From an optimization exercise on the open Yosys and OpenROAD flow, aimed at small area, a short achievable clock period and few clock cycles per item; shortcuts taken in it are not production practice.
In this exercise RTL edits were held to simulation tests only and were not proved equivalent to the original.
Power is estimated from default activity; no workload was simulated.

raven:
## round_robin_time_slice_scheduler
module round_robin_time_slice_scheduler #(
    parameter int MAX_TASKS = 8
) (
    input  logic        i_clk,
    input  logic        i_rst_n,
    input  logic        i_in_valid,
    output logic        o_in_ready,
    input  logic [1:0]  i_in_action,
    input  logic [2:0]  i_in_slot,
    input  logic [7:0]  i_in_burst,
    input  logic [15:0] i_in_arrival,
    output logic        o_out_valid,
    input  logic        i_out_ready,
    output logic [2:0]  o_out_ran_slot,
    output logic        o_out_idle,
    output logic        o_out_completed,
    output logic [15:0] o_out_completion_time,
    output logic        o_out_all_done,
    input  logic        psel,
    input  logic        penable,
    input  logic        pwrite,
    input  logic [2:0]  paddr,
    input  logic [31:0] pwdata,
    output logic [31:0] prdata,
    output logic        pready
);
Size in the first run: roughly 2100 cells after synthesis, about 380 flip-flops, roughly 130 I/O pins, about 19000 sq um of cells after synthesis.
Settings: LEC_CHECK=0, ABC_AREA=1, CAP_MARGIN=20, CORE_MARGIN=2, CORE_UTILIZATION=40, CTS_CLUSTER_DIAMETER=80, CTS_CLUSTER_SIZE=20, SLEW_MARGIN=20; clock period 10.0 ns.
standard.sh (not shown) runs the stock make flow with config.mk's settings and CLKGATE_MAP_FILE= SYNTH_SCRIPT=/design/flow/synth_recipe.tcl, a recipe that flattens the netlist after the stock synthesis.
==> flow/flow/run.sh <==
#!/bin/bash
set -euo pipefail
bash standard.sh SETUP_SLACK_MARGIN=7 "BUFFER_PORTS_ARGS=-buffer_cell sky130_fd_sc_hd__buf_2" finish > standard_flow.log 2>&1
raven reached the end of the flow, and the finished layout is clean on the timing, DRC and antenna checks.
Testbench counts of raven, summed over its fixed seeds: cycles 6,637, items 6,509.
For yarrow, these inputs were changed with respect to raven:
--- a/flow/design.v
+++ b/flow/design.v
@@ -78,15 +78,14 @@
     logic [7:0]  r_nz;
     logic [7:0]  r_bnz;
     logic [7:0]  r_use;
     logic [15:0] r_time;
     logic [2:0]  r_ptr;
     logic [2:0]  r_run;
     logic [7:0]  r_slice;
-    logic        r_ge;
     logic        r_open;
     logic [1:0]  r_action;
     logic [2:0]  r_slot;
     logic        r_due;
     logic [2:0]  r_h_slot;
     logic        r_h_idle;
     logic        r_h_comp;
@@ -96,29 +95,32 @@
     logic        r_s_comp;
     logic        is_load, is_tick, is_rst;
     logic        in_load;
     logic [7:0]  in_slot_oh;
     logic [7:0]  one, cand, run_oh, hi, g_hi, g_all, g, slot_oh, act_m;
     logic [7:0]  nz_next, ptr_oh_nxt;
     logic        cont, have, completed, slice_end;
-    logic        ge_c, ge_cc, ge_n, ge_2, ge_d;
+    logic        ge_c, ge_n;
     logic [2:0]  p, ptr_nxt;
-    logic [7:0]  q_eff, slice_c, slice_inc;
-    logic [15:0] time_inc, time_d, time_now;
+    logic [7:0]  q_eff, qm1, slice_c, slice_inc;
+    logic [15:0] time_inc, time_d;
+    logic        due_same, due_inc, due_zero;
     logic        a_empty, a_last, ad_next;
     assign in_load = (i_action == rrts_pkg::ACT_LOAD);
     always_comb begin
         for (int i = 0; i < 8; i++) in_slot_oh[i] = (i_slot == 3'(i));
     end
-    assign time_now = i_exec ? time_d : r_time;
+    assign due_same = (i_arrival <= r_time);
+    assign due_inc  = (i_arrival <= time_inc);
+    assign due_zero = (i_arrival == 16'd0);
     always_ff @(posedge i_clk) begin
         if (i_acc) begin
             r_action <= i_action;
             r_slot   <= i_slot;
-            r_due    <= (i_arrival <= time_now);
+            r_due    <= (i_exec && is_tick) ? due_inc : (i_exec && is_rst) ? due_zero : due_same;
         end
     end
     always_ff @(posedge i_clk) begin
         for (int i = 0; i < 8; i++) begin
             if (i_acc && in_load && in_slot_oh[i]) begin
                 r_burst[i] <= i_burst;
                 r_arr[i]   <= i_arrival;
@@ -167,32 +169,21 @@
     assign g    = cont ? run_oh : ((cand & hi) != 8'd0) ? g_hi : g_all;
     assign have = cont || (cand != 8'd0);
     always_comb begin
         p = 3'd0;
         for (int i = 0; i < 8; i++) if (g[i]) p = p | 3'(i);
     end
     assign q_eff     = (i_quantum == 8'd0) ? 8'd1 : i_quantum;
+    assign qm1       = q_eff - 8'd1;
     assign slice_c   = (r_slice == rrts_pkg::SLICE_MAX) ? r_slice : r_slice + 8'd1;
-    assign ge_c      = (slice_c >= q_eff);
-    assign ge_cc     = (slice_c == rrts_pkg::SLICE_MAX) || ((slice_c + 8'd1) >= q_eff);
+    assign ge_c      = (r_slice >= qm1);
     assign ge_n      = (q_eff == 8'd1);
-    assign ge_2      = (q_eff <= 8'd2);
     assign slice_inc = cont ? slice_c : 8'd1;
     assign completed = (g & one) != 8'd0;
-    assign slice_end = completed || (cont ? r_ge : ge_n);
-    always_comb begin
-        ge_d = ge_c;
-        if (i_exec && is_tick) begin
-            if (have && !slice_end) ge_d = cont ? ge_cc : ge_2;
-            else                    ge_d = ge_n;
-        end else if (i_exec && is_rst) begin
-            ge_d = ge_n;
-        end
-    end
-    always_ff @(posedge i_clk) r_ge <= ge_d;
+    assign slice_end = completed || (cont ? ge_c : ge_n);
     assign ptr_oh_nxt = {g[6:0], 1'b0} & r_use;
     always_comb begin
         ptr_nxt = 3'd0;
         for (int i = 0; i < 8; i++) if (ptr_oh_nxt[i]) ptr_nxt = ptr_nxt | 3'(i);
     end
     assign time_inc = (r_time == rrts_pkg::TIME_MAX) ? r_time : r_time + 16'd1;
     assign time_d   = is_tick ? time_inc : is_rst ? 16'd0 : r_time;
Notes after the runs:
- Summary of yarrow over raven: number of synthesized register bits held steady, die height held.
- Via count on yarrow is up relative to raven.
- raven vs yarrow, beginning of the critical path: u_dp.r_action[1]$_DFFE_PP_ vs i_in_arrival[7]
- Summary of the comparison: mean post-synth cell area is lower in yarrow, relative to raven.
- The maximum fanout encountered on the critical timing path in yarrow was lower than what raven gave.
- Between raven and yarrow, hold slack is higher for yarrow, raven comes in under that.
- raven → yarrow: relative area change from synthesis to final layout saw an increase; number of buffers outside the clock class in the layout saw an increase; number of nets in the layout saw an increase; design area saw an increase.
- yarrow against raven: logic gate share of total power went up; maximum frequency went down.
Testbench counts of yarrow, summed over its fixed seeds: cycles 6,637, items 6,509.

afterwards: timing with drivers on the ports:
The results above use ideal ports. As a check the final layouts listed here were re-extracted and re-timed, cells and wires unchanged.
Step 1 sets driving cells, clkbuf_16 on the clock port and buf_2 on the other inputs (assumed; they add their load-dependent delay and slew).
Step 2, shift: input delay + t, output delay - t, t = (earliest + latest rising clock arrival at the registers) / 2. This alone moves slack from input paths to output paths.
Three values: ideal, step 1, step 2; two values: the first two.
| run | shift t [ns] | setup slack, ns | hold WS [ns] | worst register clock-pin slew, ns |
|---|---|---|---|---|
| raven | 0.619 | 6.858 / 6.837 / 6.317 | 0.427 / 0.427 / 0.427 | 0.09 / 0.09 |
| yarrow | 0.624 | 6.839 / 6.802 / 6.246 | 0.443 / 0.443 / 0.443 | 0.09 / 0.09 |
After both steps setup and hold are still met in every run listed. The setup slack of yarrow, which loses most, moves by -0.037 ns with the drivers and by -0.593 ns with both steps.
